Source: an optimization exercise on an open RTL-to-GDS flow (aim: small area, a short achievable clock period and few clock cycles per item). Production flows keep margins and buffers that such runs may drop.
The RTL was checked by simulation tests, not by an equivalence proof against the original design.

==> design.v <==
`timescale 1ns / 1ps
`default_nettype none
package kft_pkg;
   localparam logic [1:0] MODE_SMOOTH = 2'd0;
   localparam logic [1:0] MODE_LINEAR = 2'd1;
   localparam logic [1:0] MODE_CONST  = 2'd2;
   localparam logic [31:0] TAN_INF = 32'h7FFF_FFFF;
endpackage
`default_nettype wire
`timescale 1ns / 1ps
`default_nettype none
module kft_absdiff
(
   input  wire logic [31:0] f,
   input  wire logic [31:0] s,
   output logic [31:0]      mag,
   output logic             neg,
   output logic             zero
);
   logic [32:0] x, y, p, g, gp, pp, c0, c1, sum0, sum1;
   always_comb begin
      x = {f[31], f};
      y = ~{s[31], s};
      p = x ^ y;
      g = x & y;
      gp = g;
      pp = p;
      for (int l = 0; l < 6; l++) begin
         for (int i = 0; i < 33; i++) begin
            if (((i >> l) & 1) == 1) begin
               gp[i] = gp[i] | (pp[i] & gp[((i >> l) << l) - 1]);
               pp[i] = pp[i] & pp[((i >> l) << l) - 1];
            end
         end
      end
      c0 = {gp[31:0], 1'b0};
      c1 = {gp[31:0] | pp[31:0], 1'b1};
      sum0 = p ^ c0;
      sum1 = p ^ c1;
      neg = sum1[32];
      mag = neg ? ~sum0[31:0] : sum1[31:0];
      zero = pp[32];
   end
endmodule
`default_nettype wire
`timescale 1ns / 1ps
`default_nettype none
module kft_divstep4
(
   input  wire logic [31:0] rem,
   input  wire logic [31:0] quo,
   input  wire logic [31:0] den,
   input  wire logic [33:0] den3,
   output logic             can_skip,
   output logic             can_skipb,
   output logic [1:0]       digit,
   output logic [31:0]      rem_step,
   output logic [31:0]      quo_step,
   output logic [31:0]      rem_skip,
   output logic [31:0]      quo_skip,
   output logic [31:0]      rem_skipb,
   output logic [31:0]      quo_skipb
);
   logic [31:0] lead;    
   logic [31:0] mask, maskb;
   logic [33:0] t;
   logic [34:0] d1, d2, d3;
   logic        ge1, ge2, ge3;
   kft_add #(.W(35)) u_s1 (.a({1'b0, rem, quo[31:30]}), .b(~{3'b000, den}), .cin(1'b1), .sum(d1));
   kft_add #(.W(35)) u_s2 (.a({1'b0, rem, quo[31:30]}), .b(~{2'b00, den, 1'b0}), .cin(1'b1), .sum(d2));
   kft_add #(.W(35)) u_s3 (.a({1'b0, rem, quo[31:30]}), .b(~{1'b0, den3}), .cin(1'b1), .sum(d3));
   always_comb begin
      lead[31] = den[31];
      for (int j = 30; j >= 0; j--) begin
         lead[j] = lead[j + 1] | den[j];
      end
      for (int i = 0; i < 32; i++) begin
         mask[i] = (i + 5 <= 31) ? ~lead[(i + 5 <= 31) ? i + 5 : 31] : 1'b1;
      end
      can_skip = lead[4] && ~|(rem & mask);
      for (int i = 0; i < 32; i++) begin
         maskb[i] = (i + 15 <= 31) ? ~lead[(i + 15 <= 31) ? i + 15 : 31] : 1'b1;
      end
      can_skipb = lead[14] && ~|(rem & maskb);
      t = {rem, quo[31:30]};
      ge1 = ~d1[34];
      ge2 = ~d2[34];
      ge3 = ~d3[34];
      if (ge3) begin
         digit = 2'd3;
         rem_step = d3[31:0];
      end else if (ge2) begin
         digit = 2'd2;
         rem_step = d2[31:0];
      end else if (ge1) begin
         digit = 2'd1;
         rem_step = d1[31:0];
      end else begin
         digit = 2'd0;
         rem_step = t[31:0];
      end
      quo_step = {quo[29:0], digit};
      rem_skip = {rem[27:0], quo[31:28]};
      quo_skip = {quo[27:0], 4'd0};
      rem_skipb = {rem[17:0], quo[31:18]};
      quo_skipb = {quo[17:0], 14'd0};
   end
endmodule
`default_nettype wire
`timescale 1ns / 1ps
`default_nettype none
module kft_add
#(
   parameter int W = 35
)
(
   input  wire logic [W-1:0] a,
   input  wire logic [W-1:0] b,
   input  wire logic         cin,
   output logic [W-1:0]      sum
);
   logic [W-1:0] p, g, gp, pp;
   always_comb begin
      p = a ^ b;
      g = a & b;
      gp = g;
      pp = p;
      gp[0] = g[0] | (p[0] & cin);
      for (int l = 0; l < $clog2(W); l++) begin
         for (int i = 0; i < W; i++) begin
            if (((i >> l) & 1) == 1) begin
               gp[i] = gp[i] | (pp[i] & gp[((i >> l) << l) - 1]);
               pp[i] = pp[i] & pp[((i >> l) << l) - 1];
            end
         end
      end
      sum = p ^ {gp[W-2:0], cin};
   end
endmodule
`default_nettype wire
`timescale 1ns / 1ps
`default_nettype none
module keyframe_tangent_unit
#(
   parameter int FRAC_BITS = 16
)
(
   input  wire logic        clock,
   input  wire logic        reset,
   input  wire logic        csr_wen,
   input  wire logic [1:0]  csr_wdata,    
   input  wire logic        req_tvalid,
   output logic             req_tready,
   input  wire logic [63:0] req_tdata,    
   input  wire logic        req_tlast,
   output logic             rsp_tvalid,
   input  wire logic        rsp_tready,
   output logic [63:0]      rsp_tdata,    
   output logic [9:0]       rsp_tuser,    
   output logic             rsp_tlast
);
   typedef enum logic [2:0] {S_PLAN, S_TIN, S_M2, S_M3, S_M4, S_DIV, S_FIX} state_type;
   typedef enum logic [1:0] {K_TIN, K_LIN, K_SM, K_RAT} kind_type;
   localparam logic [1:0] SEL_NK = 2'd0, SEL_KP = 2'd1, SEL_NP = 2'd2;
   logic [1:0]  mode_ff;
   logic [31:0] pt_ff, pv_ff, kt_ff, kv_ff, nt_ff, nv_ff;
   logic        hasp_ff, hask_ff, hasn_ff;
   logic        klin_ff, kconst_ff, nlin_ff, nconst_ff;    
   logic        klast_ff, nlast_ff;
   logic        sx1_ff, sy1_ff, zx1_ff, zy1_ff;    
   state_type   state_ff;
   kind_type    kind_ff;
   logic [1:0]  xsel_ff, ysel_ff;
   logic [31:0] rem_ff, den_ff;
   logic [5:0]  cnt_ff;
   logic        neg_ff, first_ff, ovf_ff, dz_ff, tin0_ff;
   logic        sok_ff, al4_ff, zsm_ff;
   logic        psok_ff, pok_ff;                   
   logic        hiseg_ff;                          
   logic [31:0] odhi_ff, odlo_ff;
   logic        ov_ff, olast_ff;
   localparam int QD = 4;
   logic [2:0]  fcnt_ff;
   logic [2:0]  fq_ff [QD];                       
   logic [1:0]  omode_ff;
   logic [31:0] xf, xs, yf, ys, xmag, ymag;
   logic        xneg, xzero, yneg, yzero;
   logic        can_skip, can_skipb, do_skipb;
   logic [1:0]  digit;
   logic [31:0] rem_step, quo_step, rem_skip, quo_skip, rem_skipb, quo_skipb;
   logic [33:0] den3_ff;
   logic        den3ok_ff;
   kft_absdiff u_x (.f(xf), .s(xs), .mag(xmag), .neg(xneg), .zero(xzero));
   kft_absdiff u_y (.f(yf), .s(ys), .mag(ymag), .neg(yneg), .zero(yzero));
   kft_divstep4 u_div (
      .rem(rem_ff), .quo(odlo_ff), .den(den_ff), .den3(den3_ff), .can_skip(can_skip),
      .can_skipb(can_skipb), .rem_skipb(rem_skipb), .quo_skipb(quo_skipb),
      .digit(digit),
      .rem_step(rem_step), .quo_step(quo_step), .rem_skip(rem_skip), .quo_skip(quo_skip)
   );
   logic        hasn_eff, ready, wr_ok, is_lin, is_const, need_tin, smooth_full, smooth_ok;
   logic        first_move, plan_go, plan_tin, plan_lin, plan_sm, plan_simple;
   logic        zero_res, adv, adv_r;
   logic        space, od_idle, od_idle_r, plan_base, m3_go, m4_go, push, pop;
   logic        div_pend, ahead_ff, sm_fast;
   logic [2:0]  fq_in;
   localparam logic [1:0] R_ZERO = 2'd0, R_CONST = 2'd1, R_LINT = 2'd2, R_LIN0 = 2'd3;
   logic        do_skip, ovf_now, div_last, rc1, rc2, dysmall;
   logic [31:0] nq;
   logic        fix_neg, fin;
   logic        den_load, stall;
   logic [33:0] den3;
   kft_add #(.W(34)) u_den3 (.a({2'b00, den_ff}), .b({1'b0, den_ff, 1'b0}), .cin(1'b0), .sum(den3));
   kft_add #(.W(32)) u_nq (.a(~odlo_ff), .b(32'd0), .cin(1'b1), .sum(nq));
   logic [31:0] tq, tin;
   always_comb begin
      hasn_eff = hasn_ff && !klast_ff;
      ready = hask_ff && (hasn_eff || klast_ff);
      wr_ok = !ov_ff || rsp_tready;
      space = (fcnt_ff != 3'(QD)) || (!ov_ff && !div_pend);
      od_idle = (fcnt_ff == 3'd0) && wr_ok;
      od_idle_r = (fcnt_ff == 3'd0) && !ov_ff;
      is_lin = hasn_eff ? nlin_ff : klin_ff;
      is_const = hasn_eff ? nconst_ff : kconst_ff;
      need_tin = is_lin && hasp_ff && !hiseg_ff;
      smooth_full = !is_lin && !is_const && hasp_ff && hasn_eff && !(pok_ff && !psok_ff);
      first_move = (state_ff == S_PLAN) && !hask_ff && hasn_ff;
      div_pend = ((state_ff == S_DIV) || (state_ff == S_FIX)) &&
                 ((kind_ff == K_LIN) || (kind_ff == K_SM));
      plan_base = ((state_ff == S_PLAN) || div_pend) && ready;
      plan_tin = (state_ff == S_PLAN) && plan_base && need_tin && od_idle;
      plan_lin = (state_ff == S_PLAN) && plan_base && !need_tin && is_lin && hasn_eff && od_idle;
      plan_sm = (state_ff == S_PLAN) && plan_base && !need_tin && smooth_full && space;
      plan_simple = plan_base && !need_tin && !(is_lin && hasn_eff) && !smooth_full && space;
      plan_go = plan_lin || plan_sm || plan_simple;
      zero_res = ((state_ff == S_M2) && !sok_ff) || ((state_ff == S_M3) && dz_ff) ||
                 ((state_ff == S_M4) && zsm_ff);
      m3_go = (state_ff == S_M3) && !dz_ff && od_idle;
      m4_go = (state_ff == S_M4) && !zsm_ff && od_idle;
      adv = plan_simple || plan_lin || zero_res || m4_go;
      adv_r = ((state_ff == S_PLAN) && ready && !need_tin && !smooth_full &&
               ((is_lin && hasn_eff) ? od_idle_r : space)) ||
              zero_res || ((state_ff == S_M4) && !zsm_ff && od_idle_r);
      push = plan_simple || zero_res;
      if (plan_simple && is_const) begin
         fq_in = {!hasn_eff, R_CONST};
      end else if (plan_simple && is_lin) begin
         fq_in = {!hasn_eff, hasp_ff ? R_LINT : R_LIN0};
      end else begin
         fq_in = {plan_simple && !hasn_eff, R_ZERO};
      end
      pop = (fcnt_ff != 3'd0) && wr_ok && !div_pend;
      sm_fast = fin && div_pend && ready && smooth_full && pok_ff && psok_ff && space;
      xf = (xsel_ff == SEL_KP) ? kt_ff : nt_ff;
      xs = (xsel_ff == SEL_NK) ? kt_ff : pt_ff;
      yf = (ysel_ff == SEL_KP) ? kv_ff : nv_ff;
      ys = (ysel_ff == SEL_NK) ? kv_ff : pv_ff;
      smooth_ok = !zx1_ff && !zy1_ff && !xzero && !yzero && ((sx1_ff ^ sy1_ff) == (xneg ^ yneg));
      do_skipb = can_skipb && (cnt_ff >= 6'd16);
      do_skip = do_skipb || (can_skip && (cnt_ff >= 6'd6));
      stall = !do_skip && !den3ok_ff;
      ovf_now = first_ff && digit[1] && !do_skip && !stall;
      div_last = ovf_ff || (!do_skip && !stall && (cnt_ff == 6'd2));
      fix_neg = neg_ff && !dz_ff && !ovf_ff && (kind_ff != K_RAT);
      if (state_ff == S_FIX) begin
         tq = nq;
      end else if (dz_ff) begin
         tq = 32'd0;
      end else if (ovf_ff) begin
         tq = neg_ff ? 32'h8000_0000 : kft_pkg::TAN_INF;
      end else begin
         tq = {odlo_ff[29:0], digit};
      end
      tin = tin0_ff ? 32'd0 : odhi_ff;
      fin = ((state_ff == S_DIV) && div_last && !fix_neg && (kind_ff != K_RAT)) ||
            (state_ff == S_FIX);
      dysmall = (den_ff[31:2] == 30'd0) && (den_ff[1:0] != 2'b11);
      rc1 = (digit == 2'd3);
      rc2 = (digit == 2'd0);
      den_load = plan_lin || (state_ff == S_TIN) || ((state_ff == S_M2) && sok_ff) || m4_go;
   end
   function automatic logic [63:0] align(input logic [31:0] mag, input logic x4,
                                         input logic ratio);
      if (ratio) begin
         align = {mag, 32'd0};
      end else if (x4) begin
         align = {14'd0, mag, 18'd0};
      end else begin
         align = {16'd0, mag, 16'd0};
      end
   endfunction
   always_ff @(posedge clock) begin
      if (csr_wen) begin
         mode_ff <= csr_wdata;
      end
      if (ov_ff && rsp_tready) begin
         ov_ff <= 1'b0;
      end
      xsel_ff <= SEL_NK;
      ysel_ff <= SEL_NK;
      den3_ff <= den3;
      den3ok_ff <= !den_load;
      psok_ff <= smooth_ok;
      pok_ff <= ((state_ff == S_DIV) || (state_ff == S_FIX)) && hask_ff && hasp_ff && hasn_eff &&
                !adv;
      if (push && div_pend) begin
         ahead_ff <= 1'b1;
      end
      if (plan_go && hasn_eff) begin
         sx1_ff <= xneg;  sy1_ff <= yneg;
         zx1_ff <= xzero; zy1_ff <= yzero;
      end
      if (push) begin
         hiseg_ff <= 1'b0;
      end
      if (pop) begin
         ov_ff <= 1'b1;
         olast_ff <= fq_ff[0][2];
         unique case (fq_ff[0][1:0])
            R_CONST: begin
               omode_ff <= kft_pkg::MODE_CONST;
               odhi_ff <= kft_pkg::TAN_INF;
               odlo_ff <= kft_pkg::TAN_INF;
            end
            R_LINT: begin
               omode_ff <= kft_pkg::MODE_LINEAR;
               odhi_ff <= 32'd0;
               odlo_ff <= odhi_ff;
            end
            R_LIN0: begin
               omode_ff <= kft_pkg::MODE_LINEAR;
               odhi_ff <= 32'd0;
               odlo_ff <= 32'd0;
            end
            default: begin
               omode_ff <= kft_pkg::MODE_SMOOTH;
               odhi_ff <= 32'd0;
               odlo_ff <= 32'd0;
            end
         endcase
      end
      for (int i = 0; i < QD; i++) begin
         if (pop) begin
            if (i + 1 < QD) fq_ff[i] <= fq_ff[(i + 1 < QD) ? i + 1 : i];
            if (push && (3'(i) + 3'd1 == fcnt_ff)) fq_ff[i] <= fq_in;
         end else if (push && (3'(i) == fcnt_ff)) begin
            fq_ff[i] <= fq_in;
         end
      end
      if (push && !pop) begin
         fcnt_ff <= fcnt_ff + 3'd1;
      end else if (pop && !push) begin
         fcnt_ff <= fcnt_ff - 3'd1;
      end
      if (first_move) begin
         kt_ff <= nt_ff;  kv_ff <= nv_ff;
         klin_ff <= nlin_ff;  kconst_ff <= nconst_ff;  klast_ff <= nlast_ff;
         hask_ff <= 1'b1;  hasp_ff <= 1'b0;  hasn_ff <= 1'b0;
      end
      if (adv) begin
         if (klast_ff) begin
            hasp_ff <= 1'b0;
            if (hasn_ff) begin
               kt_ff <= nt_ff;  kv_ff <= nv_ff;
               klin_ff <= nlin_ff;  kconst_ff <= nconst_ff;  klast_ff <= nlast_ff;
               hasn_ff <= 1'b0;
            end else begin
               hask_ff <= 1'b0;
            end
         end else begin
            pt_ff <= kt_ff;  pv_ff <= kv_ff;
            kt_ff <= nt_ff;  kv_ff <= nv_ff;
            klin_ff <= nlin_ff;  kconst_ff <= nconst_ff;  klast_ff <= nlast_ff;
            hasp_ff <= 1'b1;  hasn_ff <= 1'b0;
         end
      end
      unique case (state_ff)
         S_PLAN: begin
            if (plan_tin) begin
               state_ff <= S_TIN;
               xsel_ff <= SEL_KP;
               ysel_ff <= SEL_KP;
            end else if (plan_lin) begin
               {rem_ff, odlo_ff} <= align(ymag, 1'b0, 1'b0);
               den_ff <= xmag;
               dz_ff <= xzero;
               neg_ff <= xneg ^ yneg;
               cnt_ff <= 6'd32;
               first_ff <= 1'b1;
               ovf_ff <= 1'b0;
               tin0_ff <= !hasp_ff;
               kind_ff <= K_LIN;
               ahead_ff <= 1'b0;
               state_ff <= S_DIV;
            end else if (plan_sm) begin
               sok_ff <= smooth_ok;
               state_ff <= S_M2;
               xsel_ff <= SEL_NP;
               ysel_ff <= SEL_NP;
            end
         end
         S_TIN: begin
            {rem_ff, odlo_ff} <= align(ymag, 1'b0, 1'b0);
            den_ff <= xmag;
            dz_ff <= xzero;
            neg_ff <= xneg ^ yneg;
            cnt_ff <= 6'd32;
            first_ff <= 1'b1;
               ovf_ff <= 1'b0;
            kind_ff <= K_TIN;
            state_ff <= S_DIV;
         end
         S_M2: begin
            if (!sok_ff) begin
               state_ff <= S_PLAN;
            end else begin
               den_ff <= ymag;
               dz_ff <= xzero || yzero;
               state_ff <= S_M3;
               ysel_ff <= SEL_KP;
            end
         end
         S_M3: begin
            if (dz_ff) begin
               state_ff <= S_PLAN;
            end else if (m3_go) begin
               {rem_ff, odlo_ff} <= align(ymag, 1'b0, 1'b1);
               dz_ff <= 1'b0;
               cnt_ff <= 6'd2;
               first_ff <= 1'b1;
               ovf_ff <= 1'b0;
               kind_ff <= K_RAT;
               state_ff <= S_DIV;
            end else begin
               ysel_ff <= SEL_KP;
            end
         end
         S_M4: begin
            if (m4_go) begin
               {rem_ff, odlo_ff} <= align(ymag, al4_ff, 1'b0);
               den_ff <= xmag;
               dz_ff <= 1'b0;
               neg_ff <= xneg ^ yneg;
               cnt_ff <= 6'd32;
               first_ff <= 1'b1;
               ovf_ff <= 1'b0;
               kind_ff <= K_SM;
               ahead_ff <= 1'b0;
               state_ff <= S_DIV;
            end else if (zsm_ff) begin
               state_ff <= S_PLAN;
            end else begin
               xsel_ff <= xsel_ff;
               ysel_ff <= ysel_ff;
            end
         end
         S_DIV: begin
            if (ovf_now) begin
               ovf_ff <= 1'b1;
            end
            if (do_skipb) begin
               first_ff <= 1'b0;
               rem_ff <= rem_skipb;
               odlo_ff <= quo_skipb;
               cnt_ff <= cnt_ff - 6'd14;
            end else if (do_skip) begin
               first_ff <= 1'b0;
               rem_ff <= rem_skip;
               odlo_ff <= quo_skip;
               cnt_ff <= cnt_ff - 6'd4;
            end else if (!stall) begin
               first_ff <= 1'b0;
               rem_ff <= rem_step;
               odlo_ff <= quo_step;
               cnt_ff <= cnt_ff - 6'd2;
            end
            if (div_last && fix_neg) begin
               state_ff <= S_FIX;
            end
            if (div_last && (kind_ff == K_RAT)) begin
               zsm_ff <= rc2 && dysmall;
               al4_ff <= !(rc1 && dysmall) && (rc1 || rc2);
               xsel_ff <= SEL_NP;
               ysel_ff <= rc1 ? (dysmall ? SEL_NP : SEL_NK) : (rc2 ? SEL_KP : SEL_NP);
               state_ff <= S_M4;
            end
         end
         S_FIX: begin
            state_ff <= S_PLAN;
         end
         default: state_ff <= S_PLAN;
      endcase
      if (fin) begin
         state_ff <= S_PLAN;
         unique case (kind_ff)
            K_TIN: begin
               odhi_ff <= tq;
               hiseg_ff <= 1'b1;
            end
            K_LIN: begin
               ov_ff <= 1'b1;
               omode_ff <= kft_pkg::MODE_LINEAR;
               olast_ff <= 1'b0;
               odhi_ff <= tq;
               odlo_ff <= tin;
               hiseg_ff <= !(ahead_ff || push);
            end
            default: begin
               ov_ff <= 1'b1;
               omode_ff <= kft_pkg::MODE_SMOOTH;
               olast_ff <= 1'b0;
               odhi_ff <= tq;
               odlo_ff <= tq;
               hiseg_ff <= 1'b0;
            end
         endcase
      end
      if (sm_fast) begin
         sx1_ff <= xneg;  sy1_ff <= yneg;
         zx1_ff <= xzero; zy1_ff <= yzero;
         sok_ff <= 1'b1;
         state_ff <= S_M2;
         xsel_ff <= SEL_NP;
         ysel_ff <= SEL_NP;
      end
      if (req_tvalid && req_tready) begin
         nt_ff <= req_tdata[31:0];
         nv_ff <= req_tdata[63:32];
         nlin_ff <= (mode_ff == kft_pkg::MODE_LINEAR);
         nconst_ff <= (mode_ff == kft_pkg::MODE_CONST);
         nlast_ff <= req_tlast;
         hasn_ff <= 1'b1;
      end
      if (reset) begin
         mode_ff <= kft_pkg::MODE_SMOOTH;
         hasp_ff <= 1'b0;
         hask_ff <= 1'b0;
         hasn_ff <= 1'b0;
         ov_ff <= 1'b0;
         fcnt_ff <= 3'd0;
         hiseg_ff <= 1'b0;
         state_ff <= S_PLAN;
         xsel_ff <= SEL_NK;
         ysel_ff <= SEL_NK;
      end
   end
   always_comb begin
      req_tready = !hasn_ff || adv_r || first_move;
      rsp_tvalid = ov_ff;
      rsp_tdata = {odhi_ff, odlo_ff};
      rsp_tlast = olast_ff;
      unique case (omode_ff)
         kft_pkg::MODE_LINEAR: rsp_tuser = {4'd2, 4'd2, 1'b1, 1'b0};
         kft_pkg::MODE_CONST:  rsp_tuser = {4'd3, 4'd3, 1'b1, 1'b1};
         default:              rsp_tuser = {4'd4, 4'd4, 1'b1, 1'b0};
      endcase
   end
endmodule
`default_nettype wire
==> flow/run.sh <==
#!/bin/bash
# Standard layout, with repair_timing aiming below the design's period.
set -o pipefail
export SETUP_SLACK_MARGIN=6.0
bash standard.sh > standard.log 2>&1
==> standard.sh <==
#!/bin/bash
# synth_recipe.tcl (not shown) runs the flow's synth.tcl, then flattens the netlist and writes it again
# the make line also repeats each setting of config.mk as NAME=value (left out here)
make -C /OpenROAD-flow-scripts/flow DESIGN_CONFIG=/design/flow/config.mk WORK_HOME=/design/flow/orfs CLKGATE_MAP_FILE= SYNTH_SCRIPT=/design/flow/synth_recipe.tcl "${@:-finish}"
==> config.mk <==
export PLATFORM = sky130hd
export DESIGN_NAME = keyframe_tangent_unit
export DESIGN_NICKNAME = keyframe_tangent_unit
export VERILOG_FILES = /design/flow/design.v
export SDC_FILE = /design/flow/constraint.sdc
export NUM_CORES = 4
export LEC_CHECK = 0
export CAP_MARGIN = 20
export CORE_MARGIN = 2
export CORE_UTILIZATION = 40
export PLACE_DENSITY = 0.6
export SLEW_MARGIN = 20
==> constraint.sdc <==
create_clock -name core_clock -period 11.0 [get_ports {clock}]
set_input_delay 2.2000 -clock core_clock [delete_from_list [all_inputs] [get_ports {clock}]]
set_output_delay 2.2000 -clock core_clock [all_outputs]
set_load 0.01 [all_outputs]
==> run summary, run 1 <==
* Max Fclk at 202.2 MHz
* Average size of a mapped cell at 9.236 µm²
* Worst r2r path cells at 13
* Clock slew at reported path FFs at 0.07 ns
* Synth top area cells: edfxtp_1, ha_1, dfxtp_1
* Non-Filler Instances at 4610
* Dpl hpwl at 77640 µm
* CTS buffer count at 49
* Async SR Flop Fraction at 0%
* Worst EP required at 11.32 ns
* Global-route wire length before repair at roughly 160000 µm
* Commonest non-fill, non-tap cells in the layout: edfxtp_1, a21oi_1, nor2_1, nand2_1, ha_1
* Final hold viol count at 0
* Yosys cell types at a little over 90
* Crit path max fanout at 15
* Post-synthesis mux area share at 6.950%
* Routed Antenna Nets at 0
* Max Cap Viol at 0
* Residual overflow from global routing at 0
* I/O Pins at about 150
* Flops & latches, synth at 415
* Post-CTS Hold Fix Bufs at 0
* Setup CP Type: reg -> reg
* Vias in the first global route at 25980
* Clock latency on the worst-skew pair at 0.63 ns
* RSZ-0062 raised after global routing: true
* Largest net degree at the start of global routing at between 70 and 80
* Final setup vio count at 0
* Setup TNS at 0 ns
* Top FF cell, synth: edfxtp_1
* CP endpoint kind: flip-flop
* Post-synthesis sequential area ratio at 36.08%
* Cell taking the most area after synthesis: edfxtp_1
* Root Driver: clkbuf_16
* Pins Over Slew Limit at 0
* Hold Path Depth at 2
* Cell area after synthesis at 31850 µm²
* Worst hold path type: reg -> reg
* Drt first pass iters at 8
* Die ar. at roughly 80000 µm²
* Port bufs at 145
* Global-route usage over all layers at between 20% and 30%
* Diode count at 0
* 1st-iter DRT viols at approximately 3200
* Final worst path period share at between 40 and 50%
* Rows at 103
* Vias per std cell at 6.033
* Share of cells above drive strength 1 at 10.11%
* Fin util at ~46%
* Adder-cell share of the synthesized area at 11.03%
* H-tree levels at 2
* Worst slew margin at between 20% and 30%
* Gpl congestion at 0.9808
* Area Overhead vs Synth at 15.04%
* Die X at 286.2 µm
* Clock sinks at 415
* Via count at roughly 28000
* Post-synth EDFFs at approximately 320
* Gate Count Post-Synth at 3448
* Initial Util at 40.38%
* Crit start category: flip-flop
* Status: timing/DRC/antenna clean
* Compound-Gate Fraction of Synth Area at about a fifth
* CTS tree: yes
* Initial antenna violation count at 1
* CP arrival at around 5.3 ns
* Commonest non-fill, non-tap cell in the layout: edfxtp_1
* Cells after DPL at 4491
* Main combinational cell family by area after synthesis: compound AO/OA/AOI/OAI gates
* WL per Instance at 23.39 µm
* Final wirelength at about 110000 µm
* Minimum clock period at between 4 and 5 ns
* DRC errors left at 0
* Ys Warns at 7
* Die span in y at between 200 and 300 µm
* Nets at between 3000 and 4000
* Slew @ Worst Pin at ~1.2 ns
* Worst-case clock buffer depth at 3
* Yosys top cell area share at between 20 and 30%
* Core Region at 78870 µm²
* Clock skew at 0.02505 ns
* Post-synthesis xor/xnor area fraction at around 4.6%
* Simple-gate share of the synthesized area at 15.86%
repair_timing:
item / 4_1_cts / 5_1_grt
resized for setup: 50 / 40
endpoints found under the setup margin: 159 / 189
pin swaps: 3 / 3
buffers inserted: 9 / 17
cloned: 3 / 1
layout make-up:
type	instances	area, µm²
inverter	153	578.1
clock buffer	56	1282
timing repair buffer	220	2130
sequential	415	11500
fill	7533	42240
tap	1050	1314
multi-input combinational	2683	19440
clock inverter	33	394.1
worst paths after layout:
path	start	to	slack [ns]
worst max-delay path	den_ff[20]$_DFFE_PP_	rem_ff[8]$_DFFE_PP_	6.05
worst min-delay path	omode_ff[1]$_DFF_P_	omode_ff[1]$_DFF_P_	0.46
worst max register to register	den_ff[20]$_DFFE_PP_	rem_ff[8]$_DFFE_PP_	6.05
worst min register to register	omode_ff[1]$_DFF_P_	omode_ff[1]$_DFF_P_	0.46
through the flow:
stage | hold slack, ns | instance area, µm² | setup WS [ns]
floorplan | 0.4099 | 31900 | 5.990
global placement | 0.4481 | 34270 | 4.901
detailed placement | 0.4536 | 34270 | 4.785
CTS | 0.4622 | 36290 | 6.004
global route | 0.4879 | 36640 | 5.918
finish | 0.4575 | 36640 | 6.054
worst max-delay path, cell delays in order (launching register included):
cell,delay (ns)
edfxtp_1,0.64
inv_1,0.20
ha_1,0.41
a21oi_1,0.16
o21ai_0,0.18
a21o_1,0.23
a21o_1,0.19
a21o_1,0.23
o31ai_1,0.47
nand2_1,0.61
buf_4,0.44
o21a_1,0.21
o21ai_0,0.45
o211ai_1,0.20
cell families (layout without fill, tap and decap cells):
family | after synthesis | count (layout)
buffers and inverters | 354 | 462
xor gates and xnor gates | 168 | 168
muxes | 211 | 211
other | 2 | 3
AOI/OAI and AO/OA | 1019 | 1021
and+or+nand+nor | 1015 | 1016
DFF | 415 | 415
adders and majority gates | 264 | 264
layer usage:
layer	part of all wire [%]	global-route usage [%]
met4	3.2	8.141
met3	8.7	4.658
met2	45	40.09
met1	43	35.06
met5	0.012	0
cells in the mapped netlist, types with 29 or more instances:
master	count
ha_1	236
and3_1	31
a211oi_1	48
edfxtp_1	318
a221oi_1	40
a31oi_1	33
o21a_1	29
a21o_1	73
o211ai_1	39
xor2_1	76
nor2b_1	31
dfxtp_1	97
and2_1	92
nor3_1	88
xnor2_1	92
or3_1	33
o21ai_0	209
nand2b_1	59
nor2_1	266
clkbuf_1	148
mux2_2	81
nand3_1	54
nand2_1	242
a22oi_1	38
inv_1	150
mux2i_1	130
o22ai_1	29
a21oi_1	278
Testbench counts, summed over its fixed seeds: cycles 48,036, items 8,035.
==> run 2: changes to the inputs <==
==> flow/run.sh (replaced) <==
#!/bin/bash
# Standard layout, with repair_timing aiming below the design's period.
set -o pipefail
export SETUP_SLACK_MARGIN=6.15
bash standard.sh > standard.log 2>&1
==> run 2 against run 1 <==
Worst setup slack gained 0.18 ns. Maximum frequency grew 3.9%. Largest cell class unchanged.
==> run summary, run 2 <==
* Status: timing/DRC/antenna clean (unchanged)
* Top Layer Used: met5 (unchanged)
* Placed inst area at 34300 µm² (was 34270 µm²)
* Crit path max fanout at 16 (was 15)
* Core Region at 78870 µm² (unchanged)
* Global-route wire length before repair at 164100 µm (was 161600 µm)
* Largest net degree at the start of global routing at 71 (was 75)
* Setup CP Type: reg -> reg (unchanged)
* Post-synth EDFFs at 318 (unchanged)
* DRT met1 WL at 47660 µm (was 46410 µm)
* Yosys top cell area share at 29.98% (unchanged)
* Rows at 103 (unchanged)
* CTS buffer count at 50 (was 49)
* Worst hold path type: reg -> reg (unchanged)
* Commonest non-fill, non-tap cell in the layout: edfxtp_1 (unchanged)
* Initial Util at 40.38% (unchanged)
* Setup slack, reg-to-reg at 6.24 ns (was 6.05 ns)
* Routed wl met3 at 8600 µm (was 9423 µm)
* Clock latency on the worst-skew pair at 0.63 ns (about the same)
* Worst slew margin at 25.49% (was 21.77%)
* Slew @ Worst Pin at 1.114 ns (was 1.173 ns)
* Cell taking the most area after synthesis: edfxtp_1 (unchanged)
* Average size of a mapped cell at 9.236 µm² (unchanged)
* Root Driver: clkbuf_16 (unchanged)
* Die X at 286.2 µm (unchanged)
* Final setup vio count at 0 (unchanged)
* Vias per std cell at 6.042 (was 6.033)
* Cells after DPL at 4491 (unchanged)
* Clock skew at 0.02045 ns (was 0.02505 ns)
* Flops & latches, synth at 415 (unchanged)
* CTS tree: yes (unchanged)
* Synth top area cells: edfxtp_1, ha_1, dfxtp_1 (unchanged)
* Post-synthesis sequential area ratio at 36.08% (unchanged)
* Nets at 3868 (was 3858)
* Port bufs at 145 (unchanged)
* Min Hold Slack at 0.4591 ns (was 0.4575 ns)
* Gate Count Post-Synth at 3448 (unchanged)
* CP Capture Point: rem_ff[21]$_SDFFCE_PP0P_ (was rem_ff[8]$_DFFE_PP_)
* Routed Antenna Nets at 0 (unchanged)
* Share of cells above drive strength 1 at 11.25% (was 10.11%)
* CP arrival at 5.22 ns (was 5.26 ns)
* WL per Instance at 23.74 µm (was 23.39 µm)
* Clock slew at reported path FFs at 0.06 ns (was 0.07 ns)
* Ys Warns at 7 (unchanged)
* Crit start category: flip-flop (unchanged)
* Filler cells at 7588 (was 7533)
* Cell area after synthesis at 31850 µm² (unchanged)
* Vias in the first global route at 26110 (was 25980)
* I/O Pins at 149 (unchanged)
* Worst EP required at 11.46 ns (was 11.32 ns)
* Max Cap Viol at 0 (unchanged)
* Critical Path Start: ysel_ff[0]$_SDFFE_PP0N_ (was den_ff[20]$_DFFE_PP_)
* Clock sinks at 415 (unchanged)
* Yosys cell types at 93 (unchanged)
* Via count at 27940 (was 27810)
* Initial antenna violation count at 1 (unchanged)
* Residual overflow from global routing at 0 (unchanged)
* Die span in y at 286.2 µm (unchanged)
* Global-route usage over all layers at 25.78% (was 25.37%)
* Max Fclk at 210.1 MHz (was 202.2 MHz)
* Async SR Flop Fraction at 0% (unchanged)
* DRC errors left at 0 (unchanged)
* Setup TNS at 0 ns (unchanged)
* Final worst path period share at 43.28% (was 44.96%)
* CP endpoint kind: flip-flop (unchanged)
* Gpl congestion at 0.9824 (was 0.9808)
* Cell with the most instances after synthesis: edfxtp_1 (unchanged)
* 1st-iter DRT viols at 2974 (was 3206)
* Top FF cell, synth: edfxtp_1 (unchanged)
* Area Overhead vs Synth at 16.27% (was 15.04%)
* Dpl hpwl at 79350 µm (was 77640 µm)
* RSZ-0062 raised after global routing: true (unchanged)
* Worst-case clock buffer depth at 3 (unchanged)
* H-tree levels at 2 (unchanged)
* Final Cell Area at 37030 µm² (was 36640 µm²)
* Commonest non-fill, non-tap cells in the layout: edfxtp_1, a21oi_1, nor2_1, nand2_1, ha_1 (unchanged)
* DR WL met2 at 49390 µm (was 48510 µm)
* Crit Reg-Reg Startpoint: ysel_ff[0]$_SDFFE_PP0N_ (was den_ff[20]$_DFFE_PP_)
* Reg-to-reg endpoint: rem_ff[21]$_SDFFCE_PP0P_ (was rem_ff[8]$_DFFE_PP_)
* Minimum clock period at 4.761 ns (was 4.946 ns)
* Commonest cells in the netlist: edfxtp_1, a21oi_1, nor2_1 (unchanged)
* Pins Over Slew Limit at 0 (unchanged)
* Non-Filler Instances at 4625 (was 4610)
* Final wirelength at 109800 µm (was 107800 µm)
* Die ar. at 81890 µm² (unchanged)
* Final hold viol count at 0 (unchanged)
* Drt first pass iters at 6 (was 8)
* Worst r2r path cells at 16 (was 13)
==> run 2: kinds of logic after synthesis <==
kind of cell / Yosys count / synth area share (%)
XOR/XNOR: 168 / 4.620
AND/OR/NAND/NOR: 1015 / 15.86
adder cells (fa/ha/maj): 264 / 11.03
AO/OA/AOI/OAI: 1019 / 21.06
multiplexers: 211 / 6.950
other: 2 / 0.02358
buffers and inverters: 354 / 4.377
flip-flops: 415 / 36.08
==> run 2: worst min path at each step <==
stage | start | end | slack, ns | depth (start not counted)
floorplan | den_ff[0]$_DFFE_PP_ | den3_ff[0]$_DFF_P_ | 0.41 | 0
global placement | olast_ff$_DFF_P_ | olast_ff$_DFF_P_ | 0.45 | 2
detailed placement | omode_ff[1]$_DFF_P_ | omode_ff[1]$_DFF_P_ | 0.45 | 2
global route | flip-flop | pv_ff[22]$_DFFE_PP_ | 0.48 | 0
finish | omode_ff[1]$_DFF_P_ | omode_ff[1]$_DFF_P_ | 0.46 | 2
CTS | omode_ff[1]$_DFF_P_ | omode_ff[1]$_DFF_P_ | 0.46 | 2
==> run 2: area by class of cell <==
| type | count | area (µm²) | share of cell area (%) |
|---|---|---|---|
| flip-flops and latches | 415 | 11500 | 31.06 |
| inverters | 153 | 576.8 | 1.558 |
| well taps | 1050 | 1314 | 3.548 |
| clock buffers | 66 | 1393 | 3.761 |
| multi-input cells | 2683 | 19610 | 52.96 |
| repair buffers | 229 | 2295 | 6.197 |
| diodes | 2 | 5.005 | 0.01352 |
| clock inverters | 27 | 334.1 | 0.9022 |
==> run 2: worst max-delay path, cell delays in order, from the launching register on <==
cell	delay (ns)
dfxtp_2	0.36
nor2b_4	0.16
buf_4	0.16
clkbuf_16	0.20
mux2_2	0.36
ha_1	0.41
and3_1	0.22
a211o_1	0.31
a221o_1	0.34
a311oi_4	0.41
a21oi_4	0.10
buf_4	0.18
buf_4	0.14
mux2_2	0.27
xnor2_1	0.62
nand2_1	0.23
o21ai_0	0.12
==> run 2: metal layers <==
metal	track usage (%)	vias up
li1	-	13000
met1	36.07	13470
met2	40.54	1227
met3	3.990	247
met4	8.835	2
met5	0	-
==> run 2: timing repair <==
action / 4_1_cts / 5_1_grt
pin swaps: 5 / 10
resized for setup: 63 / 68
hold buffers: 0 / 0
cloned: 3 / 4
hold endpoints to repair: 0 / 0
setup endpoints to repair: 154 / 152
buffers inserted: 16 / 16
==> run 2: metrics by stage <==
stage / util (%) / worst slack [ns]
global placement: 43.47 / 5.000
detailed placement: 43.48 / 4.927
finish: 46.95 / 6.239
CTS: 46.27 / 6.075
global route: 46.94 / 6.113
floorplan: - / 6.101
==> run 3: changes to the inputs <==
==> flow/run.sh (replaced) <==
#!/bin/bash
# Standard layout, with repair_timing aiming below the design's period.
set -o pipefail
export SETUP_SLACK_MARGIN=6.3
bash standard.sh > standard.log 2>&1
==> run 3 against run 2 <==
Synthesized area stayed put. Flip-flop and latch count stayed put. Synthesized cell count unchanged. Sequential share of layout area is 0.50 points lower. Cell count is 0.76% higher. Critical path depth decreased by 4. Via count increased by 0.83%. Clock skew is 0.0081 ns higher. Highest routed layer is now met4.
==> run summary, run 3 <==
* Routed Antenna Nets at 0 (unchanged)
* Worst slew margin at 28.88% (was 25.49%)
* Post-synthesis sequential area ratio at 36.08% (unchanged)
* Post-CTS Hold Fix Bufs at 0 (unchanged)
* Worst r2r path cells at 12 (was 16)
* Gate Count Post-Synth at 3448 (unchanged)
* Residual overflow from global routing at 0 (unchanged)
* CP arrival at 5.00 ns (was 5.22 ns)
* CTS tree: yes (unchanged)
* Global-route usage over all layers at 25.59% (was 25.78%)
* Crit start category: flip-flop (unchanged)
* CTS buffer count at 52 (was 50)
* Cell taking the most area after synthesis: edfxtp_1 (unchanged)
* Nets at 3903 (was 3868)
* Rows at 103 (unchanged)
* Main combinational cell family by area after synthesis: compound AO/OA/AOI/OAI gates (unchanged)
* Final wirelength at 110100 µm (was 109800 µm)
* Commonest cells in the netlist: edfxtp_1, a21oi_1, nor2_1 (unchanged)
* Root Driver: clkbuf_16 (unchanged)
* Simple-gate share of the synthesized area at 15.86% (unchanged)
* CP endpoint kind: flip-flop (unchanged)
* Synth top area cells: edfxtp_1, ha_1, dfxtp_1 (unchanged)
* Max Cap Viol at 0 (unchanged)
* Crit path max fanout at 78 (was 16)
* Non-Filler Instances at 4660 (was 4625)
* Worst EP required at 11.36 ns (was 11.46 ns)
* Largest net degree at the start of global routing at 79 (was 71)
* Final hold viol count at 0 (unchanged)
* Setup CP Type: reg -> reg (unchanged)
* Initial Util at 40.38% (unchanged)
* Setup slack, reg-to-reg at 6.36 ns (was 6.24 ns)
* Commonest non-fill, non-tap cells in the layout: edfxtp_1, a21oi_1, nor2_1, nand2_1, ha_1 (unchanged)
* Clock slew at reported path FFs at 0.06 ns (about the same)
* Async SR Flop Fraction at 0% (unchanged)
* Setup TNS at 0 ns (unchanged)
* Global-route wire length before repair at 162800 µm (was 164100 µm)
* Post-synthesis xor/xnor area fraction at 4.620% (unchanged)
* Vias in the first global route at 25980 (was 26110)
* Yosys top cell area share at 29.98% (unchanged)
* Cell area after synthesis at 31850 µm² (unchanged)
* Reg-to-reg endpoint: rem_ff[20]$_SDFFCE_PP0P_ (was rem_ff[21]$_SDFFCE_PP0P_)
* Flops & latches, synth at 415 (unchanged)
* Hold Path End: olast_ff$_DFF_P_ (was omode_ff[1]$_DFF_P_)
* Clock skew at 0.02860 ns (was 0.02045 ns)
* Fin util at 47.75% (was 46.95%)
* Adder-cell share of the synthesized area at 11.03% (unchanged)
* Crit Reg-Reg Startpoint: den_ff[28]$_DFFE_PP_ (was ysel_ff[0]$_SDFFE_PP0N_)
* Port bufs at 145 (unchanged)
* Gpl congestion at 0.9643 (was 0.9824)
* Average size of a mapped cell at 9.236 µm² (unchanged)
* Commonest non-fill, non-tap cell in the layout: edfxtp_1 (unchanged)
* Share of cells above drive strength 1 at 12.94% (was 11.25%)
* Top FF cell, synth: edfxtp_1 (unchanged)
* Post-synthesis mux area share at 6.950% (unchanged)
* DRC errors left at 0 (unchanged)
* Dpl hpwl at 77890 µm (was 79350 µm)
* Yosys cell types at 93 (unchanged)
* Clock latency on the worst-skew pair at 0.63 ns (about the same)
* Ys Warns at 7 (unchanged)
* H-tree levels at 2 (unchanged)
* Cells after DPL at 4488 (was 4491)
* Drt first pass iters at 7 (was 6)
* Hold Path Depth at 2 (unchanged)
* Slew @ Worst Pin at 1.064 ns (was 1.114 ns)
* Initial antenna violation count at 2 (was 1)
* Max Fclk at 215.3 MHz (was 210.1 MHz)
* Worst-case clock buffer depth at 3 (unchanged)
* Critical Path Start: den_ff[28]$_DFFE_PP_ (was ysel_ff[0]$_SDFFE_PP0N_)
* Core Region at 78870 µm² (unchanged)
* Die span in y at 286.2 µm (unchanged)
* Area Overhead vs Synth at 18.26% (was 16.27%)
* Minimum clock period at 4.645 ns (was 4.761 ns)
* WL per Instance at 23.62 µm (was 23.74 µm)
* Post-synth EDFFs at 318 (unchanged)
* Final setup vio count at 0 (unchanged)
* Die ar. at 81890 µm² (unchanged)
* 1st-iter DRT viols at 3094 (was 2974)
* I/O Pins at 149 (unchanged)
* Compound-Gate Fraction of Synth Area at 21.06% (unchanged)
* Cell with the most instances after synthesis: edfxtp_1 (unchanged)
* Pins Over Slew Limit at 0 (unchanged)
* Hold_sp: olast_ff$_DFF_P_ (was omode_ff[1]$_DFF_P_)
* Via count at 28180 (was 27940)
* Final worst path period share at 42.22% (was 43.28%)
* Clock sinks at 415 (unchanged)
* Vias per std cell at 6.046 (was 6.042)
* Worst hold path type: reg -> reg (unchanged)
* Min Hold Slack at 0.4528 ns (was 0.4591 ns)
* RSZ-0062 raised after global routing: true (unchanged)
* Status: timing/DRC/antenna clean (unchanged)
* Die X at 286.2 µm (unchanged)
-- run 3: through the flow --
step                      instance area [µm²]  setup slack (ns)
after floorplan                         31960             6.099
after global placement                  34260             5.037
after detailed placement                34270             4.961
after CTS                               36600             6.270
after global routing                    37660             6.212
final                                   37660             6.355
-- run 3: critical path: stages, from the launching register on --
cell and delay [ns]:
edfxtp_1 0.61, or4_1 0.65, nor2_2 0.17, nand4_1 0.14, or4_1 0.68, o211ai_4 0.28
buf_12 0.35, nand2_2 0.49, nor2_1 0.23, buf_4 0.28, o21ai_0 0.24, o2111ai_1 0.15
o21ai_0 0.09
-- run 3: routing by layer --
metal | vias up | wire length (µm) | global-route usage [%] | part of all wire [%]
met2 | 1380 | 49250 | 39.89 | 45
met3 | 245 | 9395 | 3.609 | 8.5
met5 | - | 0 | 0 | 0
li1 | 13090 | - | - | -
met4 | 0 | 4114 | 8.953 | 3.7
met1 | 13460 | 47300 | 36.24 | 43
-- run 3: timing repair --
| item | 4_1_cts | 5_1_grt |
|---|---|---|
| gates resized for setup | 94 | 112 |
| pin swaps | 5 | 29 |
| cloned | 3 | 5 |
| endpoints found under the setup margin | 306 | 190 |
| setup buffers | 18 | 49 |
-- run 3: how the worst max path moves through the flow --
stage | to | cells after the start
finish | rem_ff[20]$_SDFFCE_PP0P_ | 12
global route | rem_ff[4]$_DFFE_PP_ | 20
CTS | rem_ff[11]$_DFFE_PP_ | 15
detailed placement | flip-flop | 10
global placement | flip-flop | 10
floorplan | flip-flop | 9
-- run 3: layout make-up --
| cell class | count | area [µm²] |
|---|---|---|
| timing repair buffer | 261 | 2633 |
| clock inverter | 29 | 276.5 |
| antenna | 1 | 2.502 |
| inverter | 153 | 583.1 |
| clock buffer | 67 | 1378 |
| fill | 7434 | 41210 |
| tap | 1050 | 1314 |
| sequential | 415 | 11510 |
| multi-input combinational | 2684 | 19960 |
-- run 3: logic make-up (layout without fill, tap and decap cells) --
logic type,count (synthesis),after routing
flip-flops,415,415
adder cells (fa/ha/maj),264,264
multiplexers,211,211
AO/OA/AOI/OAI,1019,1022
AND/OR/NAND/NOR,1015,1016
buffers and inverters,354,510
XOR/XNOR,168,168
other,2,4
==> run 4: changes to the inputs <==
--- a/config.mk
+++ b/config.mk
@@ -9,4 +9,6 @@
 export CORE_MARGIN = 2
 export CORE_UTILIZATION = 40
+export CTS_BUF_LIST = sky130_fd_sc_hd__clkbuf_4 sky130_fd_sc_hd__clkbuf_8
+export CTS_CLUSTER_SIZE = 30
 export PLACE_DENSITY = 0.6
 export SLEW_MARGIN = 20
==> run 4 against run 3 <==
Maximum frequency shrank 1.1%. Register-to-register slack lost 0.05 ns. First-iteration DRC count shrank 2.9%. Core utilization shrank 0.063 points. Clock skew grew 0.011 ns. Critical path depth is the same.
==> run summary, run 4 <==
* Status: timing/DRC/antenna clean (unchanged)
* CP arrival at 5.13 ns (was 5.00 ns)
* DRC errors left at 0 (unchanged)
* Global-route usage over all layers at 25.89% (was 25.59%)
* Residual overflow from global routing at 0 (unchanged)
* Crit start category: flip-flop (unchanged)
* Yosys cell types at 93 (unchanged)
* Commonest non-fill, non-tap cells in the layout: edfxtp_1, a21oi_1, nor2_1, nand2_1, ha_1 (unchanged)
* Worst path bufs/invs at 2 (unchanged)
* Setup TNS at 0 ns (unchanged)
* Ys Warns at 7 (unchanged)
* Final setup vio count at 0 (unchanged)
* Max Fclk at 213.0 MHz (was 215.3 MHz)
* Routed Antenna Nets at 0 (unchanged)
* Rows at 103 (unchanged)
* Setup CP Type: reg -> reg (unchanged)
* Via count at 28320 (was 28180)
* Largest net degree at the start of global routing at 79 (unchanged)
* Post-synthesis sequential area ratio at 36.08% (unchanged)
* Clock skew at 0.03974 ns (was 0.02860 ns)
* Crit Reg-Reg Startpoint: den_ff[28]$_DFFE_PP_ (unchanged)
* Initial Util at 40.38% (unchanged)
* Worst r2r path cells at 12 (unchanged)
* Gpl congestion at 0.9643 (unchanged)
* Hold_sp: olast_ff$_DFF_P_ (unchanged)
* Pins Over Slew Limit at 0 (unchanged)
* Crit path max fanout at 78 (unchanged)
* Critical Path Start: den_ff[28]$_DFFE_PP_ (unchanged)
* I/O Pins at 149 (unchanged)
* RSZ-0062 raised after global routing: true (unchanged)
* GR peak layer: met2 (unchanged)
* Hold Path Depth at 2 (unchanged)
* Port bufs at 145 (unchanged)
* Clock sinks at 415 (unchanged)
* H-tree levels at 3 (was 2)
* Worst slew margin at 20.67% (was 28.88%)
* Die ar. at 81890 µm² (unchanged)
* Area Overhead vs Synth at 18.10% (was 18.26%)
* Initial antenna violation count at 1 (was 2)
* Commonest cells in the netlist: edfxtp_1, a21oi_1, nor2_1 (unchanged)
* Average size of a mapped cell at 9.236 µm² (unchanged)
* Die X at 286.2 µm (unchanged)
* Flops & latches, synth at 415 (unchanged)
* Worst-case clock buffer depth at 3 (unchanged)
* Cell with the most instances after synthesis: edfxtp_1 (unchanged)
* Post-synth EDFFs at 318 (unchanged)
* Yosys top cell area share at 29.98% (unchanged)
* Gate Count Post-Synth at 3448 (unchanged)
* Hold Path End: olast_ff$_DFF_P_ (unchanged)
* Share of cells above drive strength 1 at 14.42% (was 12.94%)
* Final worst path period share at 42.67% (was 42.22%)
* Cell area after synthesis at 31850 µm² (unchanged)
* Top FF cell, synth: edfxtp_1 (unchanged)
* Critical path depth at 12 (unchanged)
* Core Region at 78870 µm² (unchanged)
* 1st-iter DRT viols at 3004 (was 3094)
* Min Hold Slack at 0.4536 ns (was 0.4528 ns)
* Commonest non-fill, non-tap cell in the layout: edfxtp_1 (unchanged)
* Drt first pass iters at 7 (unchanged)
* Met2 usage at 40.15% (was 39.89%)
* Root Driver: clkbuf_8 (was clkbuf_16)
* Vias in the first global route at 26360 (was 25980)
* GR Util met1 at 36.35% (was 36.24%)
* Slew @ Worst Pin at 1.177 ns (was 1.064 ns)
* Synth top area cells: edfxtp_1, ha_1, dfxtp_1 (unchanged)
* Clock slew at reported path FFs at 0.06 ns (about the same)
* CTS tree: yes (unchanged)
* Die span in y at 286.2 µm (unchanged)
* Worst hold path type: reg -> reg (unchanged)
* Max Cap Viol at 0 (unchanged)
* Cells along the critical path: or4_1, nor2_2, nand4_1, or4_1, o211ai_4, buf_12, nand2_2, nor2_1, buf_4, o21ai_0, o2111ai_1, o21ai_0 (unchanged)
* CP endpoint kind: flip-flop (unchanged)
* Final hold viol count at 0 (unchanged)
* Cell family with most CP delay: simple AND/OR/NAND/NOR gates (unchanged)
* Final wirelength at 110700 µm (was 110100 µm)
* Cell taking the most area after synthesis: edfxtp_1 (unchanged)
* WL per Instance at 23.53 µm (was 23.62 µm)
* Reg-to-reg endpoint: rem_ff[21]$_SDFFCE_PP0P_ (was rem_ff[20]$_SDFFCE_PP0P_)
* Nets at 3929 (was 3903)
* GR Util met3 at 4.086% (was 3.609%)
* CP peak stage delay at 0.68 ns (about the same)
* Crit-path slowest cell: or4_1 (unchanged)
* CTS buffer count at 78 (was 52)
* Async SR Flop Fraction at 0% (unchanged)
* Minimum clock period at 4.694 ns (was 4.645 ns)
* Worst EP required at 11.43 ns (was 11.36 ns)
* Dpl hpwl at 77890 µm (unchanged)
* Clock latency on the worst-skew pair at 0.70 ns (was 0.63 ns)
* Global-route wire length before repair at 164400 µm (was 162800 µm)
* Vias per std cell at 6.018 (was 6.046)
* Setup slack, reg-to-reg at 6.31 ns (was 6.36 ns)
run 4: cell counts after synthesis:
Identical to the previous run, type by type.
run 4: through the flow:
stage | worst slack [ns] | instance area (µm²) | std cells | utilization (%)
final | 6.306 | 37610 | 4705 | 47.69
after global routing | 6.235 | 37610 | 4705 | 47.69
after CTS | 6.297 | 36560 | 4655 | 46.35
after detailed placement | 4.961 | 34270 | 4488 | 43.45
after global placement | 5.037 | 34260 | 4488 | 43.44
after floorplan | 6.099 | 31960 | 3449 | -
run 4: how the worst max path moves through the flow:
stage                                           to  slack [ns]
after detailed placement                 flip-flop        4.96
after CTS                 rem_ff[22]$_SDFFCE_PP0P_        6.30
after global routing           rem_ff[8]$_DFFE_PP_        6.23
final                     rem_ff[21]$_SDFFCE_PP0P_        6.31
after floorplan                          flip-flop        6.10
after global placement                   flip-flop        5.04
run 4: worst reg2reg max path, cell delays in order, from the launching register on:
cell       delay [ns]
edfxtp_1         0.61
or4_1            0.65
nor2_2           0.17
nand4_1          0.14
or4_1            0.68
o211ai_4         0.28
buf_12           0.36
nand2_2          0.52
nor2_1           0.24
buf_4            0.30
o21ai_0          0.26
o2111ai_1        0.15
o21ai_0          0.09
run 4: layout make-up:
type / count / area (µm²)
diodes: 1 / 2.502
clock buffers: 106 / 1296
clock inverters: 35 / 282.8
fillers: 7474 / 41260
inverters: 153 / 581.8
multi-input cells: 2685 / 20080
flip-flops and latches: 415 / 11510
well taps: 1050 / 1314
repair buffers: 260 / 2546
run 4: per-layer routing:
metal  up-vias  part of all wire, %
li1      13150                    -
met1     13460                   42
met2      1417                   44
met3       288                  8.8
met4         0                  4.3
met5         -                    0
run 4: kinds of logic after synthesis:
| logic type | share of synthesized area, % |
|---|---|
| AOI/OAI and AO/OA | 21.06 |
| and+or+nand+nor | 15.86 |
| DFF | 36.08 |
| buffers and inverters | 4.377 |
| adders and majority gates | 11.03 |
| muxes | 6.950 |
| xor gates and xnor gates | 4.620 |
| other | 0.02358 |
run 4: what timing repair did:
action                                  CTS  global route
hold buffers                              0             0
hold endpoints to repair                  0             0
endpoints found under the setup margin  246           187
cloned                                    4             5
resized for setup                        93           117
pin swaps                                 9            25
buffers inserted                         22            44
==> run 5: changes to the inputs <==
--- a/design.v
+++ b/design.v
@@ -160,5 +160,5 @@
    output logic             rsp_tlast
 );
-   typedef enum logic [2:0] {S_PLAN, S_TIN, S_M2, S_M3, S_M4, S_DIV, S_FIX} state_type;
+   typedef enum logic [2:0] {S_PLAN, S_TIN, S_M2, S_M3, S_M4, S_DIV} state_type;
    typedef enum logic [1:0] {K_TIN, K_LIN, K_SM, K_RAT} kind_type;
    localparam logic [1:0] SEL_NK = 2'd0, SEL_KP = 2'd1, SEL_NP = 2'd2;
@@ -207,10 +207,9 @@
    localparam logic [1:0] R_ZERO = 2'd0, R_CONST = 2'd1, R_LINT = 2'd2, R_LIN0 = 2'd3;
    logic        do_skip, ovf_now, div_last, rc1, rc2, dysmall;
-   logic [31:0] nq;
-   logic        fix_neg, fin;
+   logic [31:0] aq_ff;                            
+   logic        fin;
    logic        den_load, stall;
    logic [33:0] den3;
    kft_add #(.W(34)) u_den3 (.a({2'b00, den_ff}), .b({1'b0, den_ff, 1'b0}), .cin(1'b0), .sum(den3));
-   kft_add #(.W(32)) u_nq (.a(~odlo_ff), .b(32'd0), .cin(1'b1), .sum(nq));
    logic [31:0] tq, tin;
    always_comb begin
@@ -226,5 +225,5 @@
       smooth_full = !is_lin && !is_const && hasp_ff && hasn_eff && !(pok_ff && !psok_ff);
       first_move = (state_ff == S_PLAN) && !hask_ff && hasn_ff;
-      div_pend = ((state_ff == S_DIV) || (state_ff == S_FIX)) &&
+      div_pend = (state_ff == S_DIV) &&
                  ((kind_ff == K_LIN) || (kind_ff == K_SM));
       plan_base = ((state_ff == S_PLAN) || div_pend) && ready;
@@ -262,17 +261,15 @@
       ovf_now = first_ff && digit[1] && !do_skip && !stall;
       div_last = ovf_ff || (!do_skip && !stall && (cnt_ff == 6'd2));
-      fix_neg = neg_ff && !dz_ff && !ovf_ff && (kind_ff != K_RAT);
-      if (state_ff == S_FIX) begin
-         tq = nq;
-      end else if (dz_ff) begin
+      if (dz_ff) begin
          tq = 32'd0;
       end else if (ovf_ff) begin
          tq = neg_ff ? 32'h8000_0000 : kft_pkg::TAN_INF;
+      end else if (neg_ff) begin
+         tq = (digit == 2'd0) ? {aq_ff[29:0], 2'b00} : {~odlo_ff[29:0], 2'd0 - digit};
       end else begin
          tq = {odlo_ff[29:0], digit};
       end
       tin = tin0_ff ? 32'd0 : odhi_ff;
-      fin = ((state_ff == S_DIV) && div_last && !fix_neg && (kind_ff != K_RAT)) ||
-            (state_ff == S_FIX);
+      fin = (state_ff == S_DIV) && div_last && (kind_ff != K_RAT);
       dysmall = (den_ff[31:2] == 30'd0) && (den_ff[1:0] != 2'b11);
       rc1 = (digit == 2'd3);
@@ -302,5 +299,5 @@
       den3ok_ff <= !den_load;
       psok_ff <= smooth_ok;
-      pok_ff <= ((state_ff == S_DIV) || (state_ff == S_FIX)) && hask_ff && hasp_ff && hasn_eff &&
+      pok_ff <= (state_ff == S_DIV) && hask_ff && hasp_ff && hasn_eff &&
                 !adv;
       if (push && div_pend) begin
@@ -460,4 +457,13 @@
             end
             if (do_skipb) begin
+               aq_ff <= {aq_ff[17:0], 14'd0};
+            end else if (do_skip) begin
+               aq_ff <= {aq_ff[27:0], 4'd0};
+            end else if (digit == 2'd0) begin
+               aq_ff <= {aq_ff[29:0], 2'b00};
+            end else begin
+               aq_ff <= {~odlo_ff[29:0], 2'd0 - digit};
+            end
+            if (do_skipb) begin
                first_ff <= 1'b0;
                rem_ff <= rem_skipb;
@@ -475,7 +481,4 @@
                cnt_ff <= cnt_ff - 6'd2;
             end
-            if (div_last && fix_neg) begin
-               state_ff <= S_FIX;
-            end
             if (div_last && (kind_ff == K_RAT)) begin
                zsm_ff <= rc2 && dysmall;
@@ -486,7 +489,4 @@
             end
          end
-         S_FIX: begin
-            state_ff <= S_PLAN;
-         end
          default: state_ff <= S_PLAN;
       endcase
==> flow/run.sh (replaced) <==
#!/bin/bash
# Standard layout, with repair_timing aiming below the design's period.
set -o pipefail
export SETUP_SLACK_MARGIN=6.15
bash standard.sh > standard.log 2>&1
--- a/config.mk
+++ b/config.mk
@@ -9,6 +9,4 @@
 export CORE_MARGIN = 2
 export CORE_UTILIZATION = 40
-export CTS_BUF_LIST = sky130_fd_sc_hd__clkbuf_4 sky130_fd_sc_hd__clkbuf_8
-export CTS_CLUSTER_SIZE = 30
 export PLACE_DENSITY = 0.6
 export SLEW_MARGIN = 20
==> run 5 against run 4 <==
Still clean on timing, DRC and antenna. Cell count is 0.57% lower. Routed wire length increased by 4.7%. Critical path depth increased by 1. Final area increased by 1.2%. Core utilization down 0.43 points. Global-route usage rose by 0.83 points. Die area up 2.1%. Highest routed layer is now met5.
==> run summary, run 5 <==
* Critical Path Start: den_ff[31]$_DFFE_PP_ (was den_ff[28]$_DFFE_PP_)
* Rows at 104 (was 103)
* Fin worst setup slack at 6.087 ns (was 6.306 ns)
* Residual overflow from global routing at 0 (unchanged)
* Yosys cell types at 106 (was 93)
* Die ar. at 83600 µm² (was 81890 µm²)
* Status: timing/DRC/antenna clean (unchanged)
* WL per Instance at 24.79 µm (was 23.53 µm)
* Final setup vio count at 0 (unchanged)
* Via count at 28720 (was 28320)
* CP arrival at 5.27 ns (was 5.13 ns)
* Setup TNS at 0 ns (unchanged)
* Worst hold path type: reg -> reg (unchanged)
* Cell taking the most area after synthesis: edfxtp_1 (unchanged)
* Final worst path period share at 44.67% (was 42.67%)
* Area of the multi-input gates at 19330 µm² (was 20080 µm²)
* DRC errors left at 0 (unchanged)
* Max Cap Viol at 0 (unchanged)
* Flops & latches, synth at 445 (was 415)
* FF+latch area at 12390 µm² (was 11510 µm²)
* Vias per std cell at 6.140 (was 6.018)
* Clock skew at 0.03657 ns (was 0.03974 ns)
* CTS tree: yes (unchanged)
* Worst r2r path cells at 13 (was 12)
* I/O Pins at 149 (unchanged)
* Gate Count Post-Synth at 3421 (was 3448)
* Core Region at 80550 µm² (was 78870 µm²)
* CP Capture Point: rem_ff[9]$_DFFE_PP_ (was rem_ff[21]$_SDFFCE_PP0P_)
* Worst slew margin at 26.46% (was 20.67%)
* Global-route wire length before repair at 170300 µm (was 164400 µm)
* Reg-to-reg endpoint: rem_ff[9]$_DFFE_PP_ (was rem_ff[21]$_SDFFCE_PP0P_)
* Clock slew at reported path FFs at 0.06 ns (about the same)
* Top FF cell, synth: edfxtp_1 (unchanged)
* Yosys top cell area share at 32.13% (was 29.98%)
* Drt first pass iters at 7 (unchanged)
* H-tree levels at 2 (was 3)
* Slew @ Worst Pin at 1.103 ns (was 1.177 ns)
* Worst-case clock buffer depth at 3 (unchanged)
* Average size of a mapped cell at 9.506 µm² (was 9.236 µm²)
* Nets at 3904 (was 3929)
* Cell with the most instances after synthesis: edfxtp_1 (unchanged)
* Clock latency on the worst-skew pair at 0.64 ns (was 0.70 ns)
* Vias in the first global route at 26670 (was 26360)
* Clock sinks at 445 (was 415)
* Post-synth EDFFs at 348 (was 318)
* Initial antenna violation count at 4 (was 1)
* Commonest non-fill, non-tap cells in the layout: edfxtp_1, o21ai_0, nand2_1, nor2_1, ha_1 (was edfxtp_1, a21oi_1, nor2_1, nand2_1, ha_1)
* Gpl congestion at 1.003 (was 0.9643)
* Synth top area cells: edfxtp_1, ha_1, dfxtp_1 (unchanged)
* Worst EP required at 11.36 ns (was 11.43 ns)
* Async SR Flop Fraction at 0% (unchanged)
* Share of cells above drive strength 1 at 12.16% (was 14.42%)
* Placed inst area at 34940 µm² (was 34270 µm²)
* RSZ-0062 raised after global routing: false (was true)
* Post-synthesis sequential area ratio at 38.11% (was 36.08%)
* Port bufs at 145 (unchanged)
* Max Fclk at 203.5 MHz (was 213.0 MHz)
* Crit path max fanout at 10 (was 78)
* Routed Antenna Nets at 0 (unchanged)
* CP most frequent cell: nor2_4
* Final hold viol count at 0 (unchanged)
* Crit start category: flip-flop (unchanged)
* Crit Reg-Reg Startpoint: den_ff[31]$_DFFE_PP_ (was den_ff[28]$_DFFE_PP_)
* CP peak stage delay at 0.58 ns (was 0.68 ns)
* Setup slack, reg-to-reg at 6.09 ns (was 6.31 ns)
* Die span in y at 289.1 µm (was 286.2 µm)
* Root Driver: clkbuf_16 (was clkbuf_8)
* Post-Place Setup Slack at 4.928 ns (was 4.961 ns)
* Global-route usage over all layers at 26.73% (was 25.89%)
* Commonest non-fill, non-tap cell in the layout: edfxtp_1 (unchanged)
## run 5: changes by cell type after synthesis, sizes merged, moves of 16 or more
cell	before	now
edfxtp	318	348
a221o	10	40
nand2b	59	43
mux2i	130	149
a22oi	39	17
nor3b	23	5
nand2	243	273
o21ai	212	325
a21oi	279	233
nor2	267	241
clkbuf	148	112
## run 5: logic make-up (layout without fill, tap and decap cells)
group / Yosys count / in the layout / synth area share [%]
fa+ha+maj: 261 / 261 / 10.69
buf+inv: 342 / 535 / 4.386
compound gates: 1062 / 1062 / 21.56
flops: 445 / 445 / 38.11
simple gates: 938 / 940 / 14.07
mux: 221 / 221 / 7.091
xor+xnor: 150 / 150 / 4.082
other cells: 2 / 4 / 0.02309
## run 5: worst min path at each step
stage	from	depth (start not counted)	slack [ns]	to
2_1_floorplan	den_ff[0]$_DFFE_PP_	0	0.41	den3_ff[0]$_DFF_P_
3_3_place_gp	olast_ff$_DFF_P_	2	0.45	olast_ff$_DFF_P_
3_5_place_dp	ahead_ff$_DFF_P_	2	0.46	ahead_ff$_DFF_P_
4_1_cts	omode_ff[1]$_DFF_P_	2	0.47	omode_ff[1]$_DFF_P_
5_1_grt	flip-flop	0	0.49	pv_ff[26]$_DFFE_PP_
6_report	olast_ff$_DFF_P_	2	0.46	olast_ff$_DFF_P_
## run 5: what timing repair did
item / in CTS / in global routing
buffers inserted: 16 / 56
pin swaps: 5 / 12
setup endpoints to repair: 225 / 209
endpoints found under the hold margin: 0 / 0
gates resized for setup: 63 / 69
cloned: 1 / 7
## run 5: critical path: cells and delay by family, from the launching register on
| family | cells | cell delay (ns) |
|---|---|---|
| simple gates | 7 | 2.18 |
| compound gates | 3 | 0.98 |
| flops | 1 | 0.58 |
| buf+inv | 2 | 0.48 |
| fa+ha+maj | 1 | 0.39 |
## run 5: metal layers
metal,up-vias,part of all wire (%),global-route usage (%)
met3,316,11,6.811
met2,1654,43,40.24
met5,-,0.048,0
met1,13640,41,36.96
met4,8,4.2,9.845
li1,13110,-,-
## run 5: layout make-up
type / instances / area share [%]
Antenna cell: 1 / 0.006574
Clock buffer: 65 / 3.793
Clock inverter: 37 / 0.7954
Inverter: 163 / 1.647
Multi-Input combinational cell: 2637 / 50.78
Sequential cell: 445 / 32.56
Tap cell: 1060 / 3.484
Timing Repair Buffer: 270 / 6.929
## run 5: per-stage QoR
stage               hold WS (ns)  util, %  std cells
floorplan                 0.4099        -       3422
finish                    0.4607    47.26       4678
global route              0.4923    47.26       4677
detailed placement        0.4569    43.37       4494
global placement          0.4482    43.37       4494
CTS                       0.4668    46.14       4613
Testbench counts of run 5, summed over its fixed seeds: cycles 46,414, items 8,035.

## port drivers added, routing unchanged
In the flow no input, the clock included, has a driving cell. The finished layouts below were timed again as built, in two steps. Step 1: set_driving_cell puts a clkbuf_16 on clock and a buf_2 on each other input, an assumption about the parent block. Step 2, shift: input delay + t, output delay - t, t = (earliest + latest rising clock arrival at the registers) / 2. This alone moves slack from input paths to output paths. Slacks: no drivers / after step 1 / after step 2; pairs: no drivers / after step 1.
run | t (ns) | setup slack, ns | worst slew at a driven data input, ns
run 1 | 0.678 | 6.054 / 6.054 / 5.581 | 0.06
run 2 | 0.677 | 6.239 / 6.220 / 5.704 | 0.06
run 3 | 0.675 | 6.355 / 6.355 / 5.855 | 0.06
run 4 | 0.746 | 6.306 / 6.306 / 5.732 | 0.06
run 5 | 0.686 | 6.087 / 6.087 / 5.692 | 0.06
After both steps setup and hold are still met in every run listed. For run 4, which loses most, drivers alone change the setup slack by 0.000 ns; drivers and shift together by -0.574 ns.
